From an optimization exercise on the open Yosys and OpenROAD flow, aimed at small area; shortcuts taken in it are not production practice. At most, simulation tests tie the RTL to the original design; equivalence was not proved. Power figures rest on the tool's default switching activity, not on a simulated workload.

==> inputs of juniper <==
==> flow/design.v <==
package bdc_pkg;
    localparam int DATA_WIDTH_DEF = 24;
    localparam int WIDTH_DEF      = 1920;
    localparam int HEIGHT_DEF     = 1080;
    localparam int DROP_CNT_W     = 16;
    localparam int TLAST_BIT = 0;
    localparam int TUSER_BIT = 1;
    typedef enum logic [1:0] {
        ST_WAIT_VSYNC,
        ST_ARMED,
        ST_ACTIVE,
        ST_DROP
    } vin_state_e;
endpackage
module vin_rd_aoi3 (
    input  logic [2:0] i_sel,
    input  logic [2:0] i_dat,
    output logic       o_n
);
    assign o_n = ~|(i_sel & i_dat);
endmodule
module vin_rd_or23 (
    input  logic [22:0] i_n,
    output logic        o_y
);
    assign o_y = ~&i_n;
endmodule
module video_in_to_axis #(
    parameter int WIDTH      = bdc_pkg::WIDTH_DEF,
    parameter int HEIGHT     = bdc_pkg::HEIGHT_DEF,
    parameter int DATA_WIDTH = bdc_pkg::DATA_WIDTH_DEF,
    parameter int FIFO_DEPTH = 64,
    parameter bit VSYNC_POL  = 1'b1
)(
    input  logic                          clk,
    input  logic                          rst_n,
    input  logic [DATA_WIDTH-1:0]         vid_data,
    input  logic                          vid_de,
    input  logic                          vid_vsync,
    output logic [DATA_WIDTH-1:0]         m_axis_tdata,
    output logic                          m_axis_tvalid,
    output logic                          m_axis_tlast,
    output logic                          m_axis_tuser,
    input  logic                          m_axis_tready,
    input  logic                          ovf_clr,
    output logic                          overflow,
    output logic [bdc_pkg::DROP_CNT_W-1:0]         drop_cnt,
    output logic [$clog2(FIFO_DEPTH):0]   fifo_level,
    output logic [15:0]                   meas_width,
    output logic [15:0]                   meas_height,
    output logic                          meas_valid
);
    localparam int AW = $clog2(FIFO_DEPTH);
    localparam int EW = DATA_WIDTH + 1;
    localparam int SD = FIFO_DEPTH - 1;
    localparam int XW = $clog2(WIDTH);
    localparam int YW = $clog2(HEIGHT + 1);
    localparam logic [XW-1:0] X_LAST = XW'(WIDTH - 1);
    localparam logic [YW-1:0] Y_LAST = YW'(HEIGHT - 1);
    logic [DATA_WIDTH-1:0] r_data;
    logic                  r_de;
    logic                  r_vs;
    logic                  r_vs_d;
    logic                  w_vs_edge;
    always_ff @(posedge clk) r_data <= vid_data;
    always_ff @(posedge clk or negedge rst_n) begin
        if (!rst_n) begin
            r_de   <= 1'b0;
            r_vs   <= 1'b0;
            r_vs_d <= 1'b0;
        end else begin
            r_de   <= vid_de;
            r_vs   <= VSYNC_POL ? vid_vsync : ~vid_vsync;
            r_vs_d <= r_vs;
        end
    end
    assign w_vs_edge = r_vs & ~r_vs_d;
    logic                  r_armed;
    logic                  r_active;
    logic [XW-1:0]         r_x;
    logic [YW-1:0]         r_y;
    logic                  r_wr;
    logic [EW-1:0]         r_wr_ent;
    logic                  r_wr_last;
    logic                  r_ovf;
    logic [15:0]           r_drop;
    logic [AW:0]           r_level;
    logic                  w_full;
    logic                  w_empty;
    logic                  w_rd;
    logic                  w_push;
    logic                  w_wr_lost;
    logic                  w_line_end;
    logic                  w_frame_end;
    logic                  w_req;
    assign w_full      = r_level[AW];
    assign w_empty     = (r_level == '0);
    assign w_rd        = ~w_empty & m_axis_tready;
    assign w_wr_lost   = r_wr & w_full & ~m_axis_tready;
    assign w_push      = r_wr & ~w_wr_lost;
    assign w_line_end  = (r_x == X_LAST);
    assign w_frame_end = w_line_end & (r_y == Y_LAST);
    assign w_req       = ~w_vs_edge & ~w_wr_lost & r_de & (r_armed | r_active);
    always_ff @(posedge clk) begin
        r_wr_ent  <= {r_armed, r_data};
        r_wr_last <= w_line_end;
    end
    always_ff @(posedge clk) begin
        if (w_vs_edge) begin
            r_x <= '0;
            r_y <= '0;
        end else if (w_req) begin
            if (w_line_end) begin
                r_x <= '0;
                r_y <= r_y + 1'b1;
            end else begin
                r_x <= r_x + 1'b1;
            end
        end
    end
    always_ff @(posedge clk or negedge rst_n) begin
        if (!rst_n) begin
            r_armed  <= 1'b0;
            r_active <= 1'b0;
            r_wr     <= 1'b0;
            r_ovf    <= 1'b0;
            r_drop   <= '0;
        end else begin
            r_wr <= w_req;
            if (ovf_clr)   r_ovf <= 1'b0;
            if (w_wr_lost) r_ovf <= 1'b1;
            if (w_wr_lost || (w_vs_edge && r_active))
                if (~&r_drop) r_drop <= r_drop + 1'b1;
            if (w_vs_edge) begin
                r_armed  <= 1'b1;
                r_active <= 1'b0;
            end else if (w_wr_lost) begin
                r_armed  <= 1'b0;
                r_active <= 1'b0;
            end else if (w_req) begin
                r_armed  <= 1'b0;
                r_active <= ~w_frame_end;
            end
        end
    end
    logic [EW-1:0]         r_mem [SD];
    logic [EW-1:0]         r_head;
    logic [AW-1:0]         r_last_dist;
    logic                  r_last_vld;
    always_ff @(posedge clk) begin
        if (w_push) begin
            r_mem[0] <= r_wr_ent;
            for (int i = 1; i < SD; i++) r_mem[i] <= r_mem[i-1];
        end
    end
    always_ff @(posedge clk) begin
        if (w_push && r_wr_last) r_last_dist <= AW'(r_level - {{AW{1'b0}}, w_rd});
        else if (w_rd)           r_last_dist <= r_last_dist - 1'b1;
    end
    always_ff @(posedge clk or negedge rst_n) begin
        if (!rst_n) begin
            r_level    <= '0;
            r_last_vld <= 1'b0;
        end else begin
            case ({w_push, w_rd})
                2'b10:   r_level <= r_level + 1'b1;
                2'b01:   r_level <= r_level - 1'b1;
                default: r_level <= r_level;
            endcase
            if (w_push && r_wr_last)
                r_last_vld <= 1'b1;
            else if (w_rd && r_last_dist == '0)
                r_last_vld <= 1'b0;
        end
    end
    logic [SD-1:0] w_sel;
    logic          w_take_wr;
    logic          w_hold;
    logic [EW-1:0] w_next;
    always_comb
        for (int i = 0; i < SD; i++) w_sel[i] = w_rd & (r_level == (AW+1)'(i + 2));
    assign w_hold    = ~w_rd & ~w_empty;
    assign w_take_wr = w_push & (w_empty | (w_rd & r_level == (AW+1)'(1)));
    for (genvar b = 0; b < EW; b++) begin : g_rd
        logic [22:0] w_t;
        for (genvar k = 0; k < 21; k++) begin : g_aoi
            vin_rd_aoi3 u_aoi (
                .i_sel (w_sel[3*k +: 3]),
                .i_dat ({r_mem[3*k+2][b], r_mem[3*k+1][b], r_mem[3*k][b]}),
                .o_n   (w_t[k])
            );
        end
        assign w_t[21] = ~(w_take_wr & r_wr_ent[b]);
        assign w_t[22] = ~(w_hold & r_head[b]);
        vin_rd_or23 u_or (.i_n(w_t), .o_y(w_next[b]));
    end
    always_ff @(posedge clk or negedge rst_n) begin
        if (!rst_n) r_head <= '0;
        else        r_head <= w_next;
    end
    assign m_axis_tvalid = ~w_empty;
    assign m_axis_tdata  = r_head[DATA_WIDTH-1:0];
    assign m_axis_tuser  = r_head[DATA_WIDTH];
    assign m_axis_tlast  = r_last_vld & (r_last_dist == '0);
    assign fifo_level    = r_level;
    assign overflow      = r_ovf;
    assign drop_cnt      = r_drop;
    logic        r_de_d;
    logic [15:0] r_mw_cnt;
    logic [15:0] r_mh_cnt;
    logic [15:0] r_mw;
    logic [15:0] r_mh;
    logic        r_first_done;
    logic        r_seen_vs;
    logic        r_mv;
    always_ff @(posedge clk) begin
        r_de_d <= r_de;
        if (w_vs_edge) begin
            r_mw_cnt     <= '0;
            r_mh_cnt     <= '0;
            r_first_done <= 1'b0;
        end else begin
            if (r_de && !r_first_done) r_mw_cnt <= r_mw_cnt + 1'b1;
            if (r_de_d && !r_de) begin
                r_mh_cnt     <= r_mh_cnt + 1'b1;
                r_first_done <= 1'b1;
            end
        end
    end
    always_ff @(posedge clk or negedge rst_n) begin
        if (!rst_n) begin
            r_mw      <= '0;
            r_mh      <= '0;
            r_seen_vs <= 1'b0;
            r_mv      <= 1'b0;
        end else if (w_vs_edge) begin
            if (r_seen_vs) begin
                r_mw <= r_mw_cnt;
                r_mh <= r_mh_cnt;
                r_mv <= 1'b1;
            end
            r_seen_vs <= 1'b1;
        end
    end
    assign meas_width  = r_mw;
    assign meas_height = r_mh;
    assign meas_valid  = r_mv;
endmodule
==> flow/run.sh <==
#!/bin/bash
# synth_recipe.tcl (not shown) runs the flow's synth.tcl, then flattens the netlist and writes it again
# the make line also repeats each setting of config.mk as NAME=value (left out here)
make -C /OpenROAD-flow-scripts/flow DESIGN_CONFIG=/design/flow/config.mk WORK_HOME=/design/flow/orfs CLKGATE_MAP_FILE= SYNTH_SCRIPT=/design/flow/synth_recipe.tcl finish
==> flow/config.mk <==
export PLATFORM = sky130hd
export DESIGN_NAME = video_in_to_axis
export DESIGN_NICKNAME = video_in_to_axis
export VERILOG_FILES = /design/flow/design.v
export SDC_FILE = /design/flow/constraint.sdc
export NUM_CORES = 4
export LEC_CHECK = 0
export CAP_MARGIN = 20
export CORE_MARGIN = 2
export CORE_UTILIZATION = 60
export CTS_BUF_LIST = sky130_fd_sc_hd__clkbuf_8
export CTS_CLUSTER_DIAMETER = 45
export CTS_CLUSTER_SIZE = 18
export PLACE_DENSITY = 0.7
export SLEW_MARGIN = 20
export SYNTH_HIERARCHICAL = 1
==> flow/constraint.sdc <==
create_clock -name core_clock -period 6.0 [get_ports {clk}]
set_input_delay 1.2000 -clock core_clock [delete_from_list [all_inputs] [get_ports {clk}]]
set_output_delay 1.2000 -clock core_clock [all_outputs]
set_load 0.01 [all_outputs]
==> inputs of cedar, as changes to juniper <==
--- a/flow/design.v
+++ b/flow/design.v
@@ -55,6 +55,2 @@
     localparam int SD = FIFO_DEPTH - 1;
-    localparam int XW = $clog2(WIDTH);
-    localparam int YW = $clog2(HEIGHT + 1);
-    localparam logic [XW-1:0] X_LAST = XW'(WIDTH - 1);
-    localparam logic [YW-1:0] Y_LAST = YW'(HEIGHT - 1);
     logic [DATA_WIDTH-1:0] r_data;
@@ -79,4 +75,4 @@
     logic                  r_active;
-    logic [XW-1:0]         r_x;
-    logic [YW-1:0]         r_y;
+    logic [10:0]           r_x;
+    logic [10:0]           r_y;
     logic                  r_wr;
@@ -100,4 +96,4 @@
     assign w_push      = r_wr & ~w_wr_lost;
-    assign w_line_end  = (r_x == X_LAST);
-    assign w_frame_end = w_line_end & (r_y == Y_LAST);
+    assign w_line_end  = (r_x == X_LAST_L);
+    assign w_frame_end = w_line_end & (r_y == Y_LAST_L);
     assign w_req       = ~w_vs_edge & ~w_wr_lost & r_de & (r_armed | r_active);
@@ -107,12 +103,23 @@
     end
+    function automatic logic [10:0] lfsr_step(input logic [10:0] v);
+        lfsr_step = {v[9:0], v[10] ^ v[8]};
+    endfunction
+    function automatic logic [10:0] lfsr_after(input int n);
+        logic [10:0] v;
+        v = '1;
+        for (int i = 0; i < n; i++) v = {v[9:0], v[10] ^ v[8]};
+        lfsr_after = v;
+    endfunction
+    localparam logic [10:0] X_LAST_L = lfsr_after(WIDTH - 1);
+    localparam logic [10:0] Y_LAST_L = lfsr_after(HEIGHT - 1);
     always_ff @(posedge clk) begin
         if (w_vs_edge) begin
-            r_x <= '0;
-            r_y <= '0;
+            r_x <= '1;
+            r_y <= '1;
         end else if (w_req) begin
             if (w_line_end) begin
-                r_x <= '0;
-                r_y <= r_y + 1'b1;
+                r_x <= '1;
+                r_y <= lfsr_step(r_y);
             end else begin
-                r_x <= r_x + 1'b1;
+                r_x <= lfsr_step(r_x);
             end
==> flow/flow/run.sh (new file) <==
#!/bin/bash
# Own layout flow: the standard layout (standard.sh, all of it), with two changes passed to
# ORFS through its own variables:
# - port buffers are the smallest buffer (buf_1) instead of the flow's default pick;
# - clock tree: clkbuf_8 buffers, sink clusters of at most 21 sinks within 45 um, and no dummy
#   loads for balancing.
# All tool output goes to logs in this folder (standard.log here, ORFS's per-step logs under orfs/logs).
set -e
export BUFFER_PORTS_ARGS="-buffer_cell sky130_fd_sc_hd__buf_1"
export CTS_ARGS="-sink_clustering_enable -repair_clock_nets -dont_use_dummy_load -sink_clustering_size 21 -sink_clustering_max_diameter 45 -buf_list sky130_fd_sc_hd__clkbuf_8"
bash standard.sh > standard.log 2>&1
==> flow/standard.sh (new file) <==
#!/bin/bash
# synth_recipe.tcl (not shown) runs the flow's synth.tcl, then flattens the netlist and writes it again
# the make line also repeats each setting of config.mk as NAME=value (left out here)
make -C /OpenROAD-flow-scripts/flow DESIGN_CONFIG=/design/flow/config.mk WORK_HOME=/design/flow/orfs CLKGATE_MAP_FILE= SYNTH_SCRIPT=/design/flow/synth_recipe.tcl "${@:-finish}"
CORE_UTILIZATION = 75   (was 60)
CTS_BUF_LIST = unset   (was sky130_fd_sc_hd__clkbuf_8)
CTS_CLUSTER_DIAMETER = unset   (was 45)
CTS_CLUSTER_SIZE = unset   (was 18)
PLACE_DENSITY = 0.82   (was 0.7)
removed: flow/run.sh
==> qor summary <==
Status: juniper no timing/DRC/antenna violations; cedar no timing/DRC/antenna violations
Largest vdd supply drop: juniper 0.3143 mV; cedar 0.2342 mV
DR vias: juniper 36820; cedar 36730
Total met2 wirelength after detailed routing: juniper 74470 um; cedar 74840 um
Reg-to-reg setup timing slack: juniper 1540 ps; cedar 1520 ps
Met3 track utilization from global routing: juniper 10.22%; cedar 14.36%
Logic gate share of total power: juniper 11.1%; cedar 10.7%
Post-route clock period utilization: juniper 78.56%; cedar 74.66%
Max Used Layer: juniper met5; cedar met4
Worst-path maximum fanout: juniper 6; cedar 14
Number of different library cells in the post-synthesis netlist: juniper 55; cedar 66
Power Total: juniper 26120 uW; cedar 24060 uW
Nets: juniper 3506; cedar 3453
Portion of the layout cell area used by non-clock buffers: juniper 3.188%; cedar 1.933%
Only the layout flow was run in juniper; the RTL was not checked for function there.

afterwards: timing with drivers on the ports:
How much do the figures lean on ideal ports? The routed layouts below were timed once more, with nothing changed but the port constraints. Step 1: set_driving_cell puts a clkbuf_16 on clk and a buf_2 on each other input, an assumption about the parent block. Step 2 also shifts input and output timing later by t, the mid clock arrival at the registers, as if the neighbouring blocks saw the same clock. Slacks: ideal ports / drivers / drivers and shift; pairs: ideal ports / drivers.
run | t (ns) | setup WS [ns] | latest minus earliest clock arrival (ns) | worst register clock-pin slew, ns
juniper | 0.925 | 1.286 / 1.218 / 1.101 | 0.046 / 0.046 | 0.12 / 0.12
cedar | 0.854 | 1.521 / 1.521 / 1.247 | 0.124 / 0.124 | 0.12 / 0.12
After both steps every run listed still meets setup and hold. The setup slack of cedar, which loses most, moves by 0.000 ns with the drivers and by -0.274 ns with both steps.
